What follows belongs to an exercise in optimizing a design on an open flow for small area, a short achievable clock period and few clock cycles per item; a production flow would make more cautious choices. Only simulation tests tie the RTL to the original design; equivalence was not proved. Power and IR drop assume default switching activity.

willow:
## best_fit_block_allocator_core
module best_fit_block_allocator_core #(
  parameter int SLOTS        = bfa_pkg::SLOTS_DEFAULT,
  parameter int ADDRESS_BITS = bfa_pkg::ADDRESS_BITS_DEFAULT
) (
  input  logic                      clk,
  input  logic                      rst,
  input  logic                      cfg_valid,
  output logic                      cfg_ready,
  input  logic [bfa_pkg::CFG_W-1:0] cfg_data,
  input  logic                      in_valid,
  output logic                      in_ready,
  input  logic [37:0]               in_data,
  output logic                      out_valid,
  input  logic                      out_ready,
  output logic [37:0]               out_data
);
For scale: roughly 5600 cells after synthesis, about 89 I/O pins, ~53000 um^2 of cells after synthesis.
Settings: LEC_CHECK=0, CAP_MARGIN=20, CORE_MARGIN=2, CORE_UTILIZATION=55, SETUP_SLACK_MARGIN=4.0, SLEW_MARGIN=20, SYNTH_HIERARCHICAL=1, SYNTH_MINIMUM_KEEP_SIZE=0, TNS_END_PERCENT=5; clock period 10.0 ns.
run.sh (not shown) runs the stock make flow with config.mk's settings and CLKGATE_MAP_FILE= SYNTH_SCRIPT=/design/flow/synth_recipe.tcl, a recipe that flattens the netlist after the stock synthesis.
Testbench counts of willow, summed over its fixed seeds: cycles 6,640, items 6,528.
#### Input delta (tundra over willow)
Settings: changing SETUP_SLACK_MARGIN from 4.0 to 3.75; changing CORE_UTILIZATION from 55 to 62.
Notes after the runs:
Number of buffer and inverter instances along the worst setup path, tundra and willow, higher one = willow. From willow to tundra the numbers moved as follows: combinational fraction of design power decreased by 1.6 points relative to the old numbers, routed metal-1 wirelength lost 8.0%. Re area added between synthesis and finish: tundra and willow aren't equal, and the higher value belongs to willow. Worst setup slack before clock tree synthesis (tundra over willow): decrease, 0.11 ns. Compared to willow, the routing of tundra uses less wire. tundra vs willow — area used by multi-input combinational logic dropped about 2.2%. Non-clock buffer count of tundra falls short of that of willow by more than 10%. Relative to willow, tundra improves overall die area. The cell area after layout in tundra sits 1800 um^2 below the value recorded for willow. Switching power as a share of total power is lower on tundra.
diff inputs: tundra => raven
Settings: a change of CORE_UTILIZATION from 62 to 50.
Notes after the runs:
Of raven and tundra, raven shows the lower wire length of the first global-routing pass, with tundra above it.
Taking tundra as the reference, in raven fmax picked up an extra 2.0%; number of buffers inserted during clock tree synthesis picked up an extra about 6.6%.
Summary — power of the clock network, raven relative to tundra: higher, by about 3%.
Against tundra as the reference, raven delivers a lower met3 layer usage reported by global route.
#### Input delta (indigo over raven)
Settings: changing CORE_UTILIZATION from 50 to 55.
## What came out
Compared with raven, in indigo final period demand of the worst path moved up, worst hold slack after final layout neither gained nor lost much.
According to the power report, total power for indigo is lower than for raven.
The final layout net count in indigo was lower than what raven gave.
Capture point of the worst path = out_data[23]: raven; capture point of the worst path = out_data[27]: indigo
--- input diff indigo..violet ---
Settings: changing SETUP_SLACK_MARGIN from 3.75 to 3.5.
- Critical path depth down 2 in violet wrt indigo
- As far as final count of negative-setup-slack endpoints is concerned, violet and indigo perform about the same.
- violet reports a lower detailed-route vias per instance than indigo does.
- A launch point of the critical path of l_start[2] is what indigo shows, while l_start[12] belongs to violet.
The following lists how quartz was set up differently from violet:
Settings: a change of SETUP_SLACK_MARGIN from 3.5 to 4.5.
Findings:
Wire length (violet / quartz): 0.938. Going from violet to quartz, number of global-route vias before repair grows by 2001. Detailed route, quartz vs violet: via total higher for quartz. Share of cells above drive strength 1 in quartz vs violet: up 6.3 points. The final reports for quartz and violet show post-DP HPWL lower in the former. On met1 usage, the higher figure sits with quartz, not violet. In quartz, the growth of design area from synthesis to finish came out 7.6 points above the value in violet. Peak supply drop (higher): violet.


main:
Another version of the RTL of best_fit_block_allocator_core (not shown whole).
For scale: about 5400 cells after synthesis, ~89 I/O pins, about 52000 um2 of cells after synthesis.
// best_fit_block_allocator_core
module best_fit_block_allocator_core #(
  parameter int SLOTS        = bfa_pkg::SLOTS_DEFAULT,
  parameter int ADDRESS_BITS = bfa_pkg::ADDRESS_BITS_DEFAULT
) (
  input  logic                      clk,
  input  logic                      rst,
  input  logic                      cfg_valid,
  output logic                      cfg_ready,
  input  logic [bfa_pkg::CFG_W-1:0] cfg_data,
  input  logic                      in_valid,
  output logic                      in_ready,
  input  logic [37:0]               in_data,
  output logic                      out_valid,
  input  logic                      out_ready,
  output logic [37:0]               out_data
);
Settings: LEC_CHECK=0, CAP_MARGIN=20, CORE_MARGIN=2, CORE_UTILIZATION=40, SETUP_SLACK_MARGIN=4.5, SLEW_MARGIN=20, SYNTH_HIERARCHICAL=1, SYNTH_MINIMUM_KEEP_SIZE=0, TNS_END_PERCENT=5; clock period 10.0 ns.
main: PASS, flow complete, no timing, DRC or antenna violations
Testbench counts of main, summed over its fixed seeds: cycles 6,640, items 6,528.
Inputs modified between main and the feature branch:
- CORE_UTILIZATION: 40 -> 55
Results
- Higher transition at the pin with the smallest max-transition slack among main and the feature branch: main
- Diff main -> the feature branch: final layout net count shows a reduction of 66; sequential cell area in the final layout shows no meaningful change.
- Sequential fraction of design power in the feature branch is 0.4 points above main.
- Number of multi-input combinational cells in the layout essentially unchanged between the feature branch and main.
- As of the feature branch, total power consumption of the routed design had fallen slightly compared to main.
- On tightest slew margin relative to the limit, the lower figure sits with main, not the feature branch.
- main -> the feature branch: clock-buffer cell count increased by more than 10%


## run 4
Another version of the RTL of best_fit_block_allocator_core (not shown whole).
Size: ~5,400 cells after synthesis, about 53,000 µm² of cells after synthesis.
clock: 10.0 ns
lec_check: 0
cap_margin: 20
core_margin: 2
core_utilization: 55
setup_slack_margin: 3.5
slew_margin: 20
synth_hierarchical: 1
synth_minimum_keep_size: 0
tns_end_percent: 5
Testbench counts of run 4, summed over its fixed seeds: cycles 6,640, items 6,528.
> inputs changed (run 4 -> run 2)
# run 4
export LEC_CHECK = 0
export CAP_MARGIN = 20
export CORE_MARGIN = 2
export CORE_UTILIZATION = 55
export SETUP_SLACK_MARGIN = 3.5
export SLEW_MARGIN = 20
export SYNTH_HIERARCHICAL = 1
export SYNTH_MINIMUM_KEEP_SIZE = 0
export TNS_END_PERCENT = 5
create_clock -name core_clock -period 10.0 [get_ports {clk}]
# run 2
export LEC_CHECK = 0
export CAP_MARGIN = 20
export CORE_MARGIN = 2
export CORE_UTILIZATION = 55
export SETUP_SLACK_MARGIN = 4.5
export SLEW_MARGIN = 20
export SYNTH_HIERARCHICAL = 1
export SYNTH_MINIMUM_KEEP_SIZE = 0
export TNS_END_PERCENT = 5
create_clock -name core_clock -period 10.0 [get_ports {clk}]
[summary]
Per the final summary, run 2 finished and its layout is clean on timing, DRC and antenna.
Diode insertion count for antenna repair in run 2 vs run 4: down 4
Diff run 4 -> run 2: overall routed net length picked up an extra 20 mm; leftover overflow at the end of global routing now sits at about the same level; area overhead of the layout relative to synthesis saw an increase.
Capture point of the worst path: out_data[11]$_DFFE_PP_ -> run 4, out_data[29]$_DFFE_PP_ -> run 2

[afterwards: timing with drivers on the ports]
How much do the figures lean on ideal ports? The routed layouts below were timed once more, with nothing changed but the port constraints. Step 1 sets driving cells, clkbuf_16 on the clock port and buf_2 on the other inputs (assumed; they add their load-dependent delay and slew). Step 2, shift: input delay + t, output delay - t, t = (earliest + latest rising clock arrival at the registers) / 2. This alone moves slack from input paths to output paths. a / b / c = no drivers / after step 1 / after step 2; a / b = the first two.
run | t, ns | setup slack, ns | hold WS [ns] | worst setup path after step 2 | worst slew at a driven data input, ns
willow | 0.772 | 3.819 / 3.819 / 3.819 | 0.477 / 0.477 / 0.477 | register to register | 0.07
tundra | 0.774 | 3.553 / 3.553 / 3.553 | 0.477 / 0.477 / 0.477 | register to register | 0.06
raven | 0.757 | 3.677 / 3.677 / 3.677 | 0.474 / 0.474 / 0.474 | register to register | 0.07
indigo | 0.754 | 3.651 / 3.651 / 3.651 | 0.475 / 0.475 / 0.475 | register to register | 0.11
violet | 0.757 | 3.507 / 3.507 / 3.507 | 0.472 / 0.472 / 0.472 | register to register | 0.11
quartz | 0.766 | 3.738 / 3.738 / 3.738 | 0.478 / 0.478 / 0.478 | register to register | 0.04
main | 0.784 | 3.404 / 3.404 / 3.404 | 0.473 / 0.473 / 0.473 | register to register | 0.19
the feature branch | 0.764 | 3.491 / 3.491 / 3.491 | 0.476 / 0.476 / 0.476 | register to register | 0.03
run 4 | 0.773 | 3.350 / 3.350 / 3.350 | 0.475 / 0.475 / 0.475 | register to register | 0.08
run 2 | 0.768 | 3.495 / 3.495 / 3.495 | 0.475 / 0.475 / 0.475 | register to register | 0.05
After both steps setup and hold are still met in every run listed.
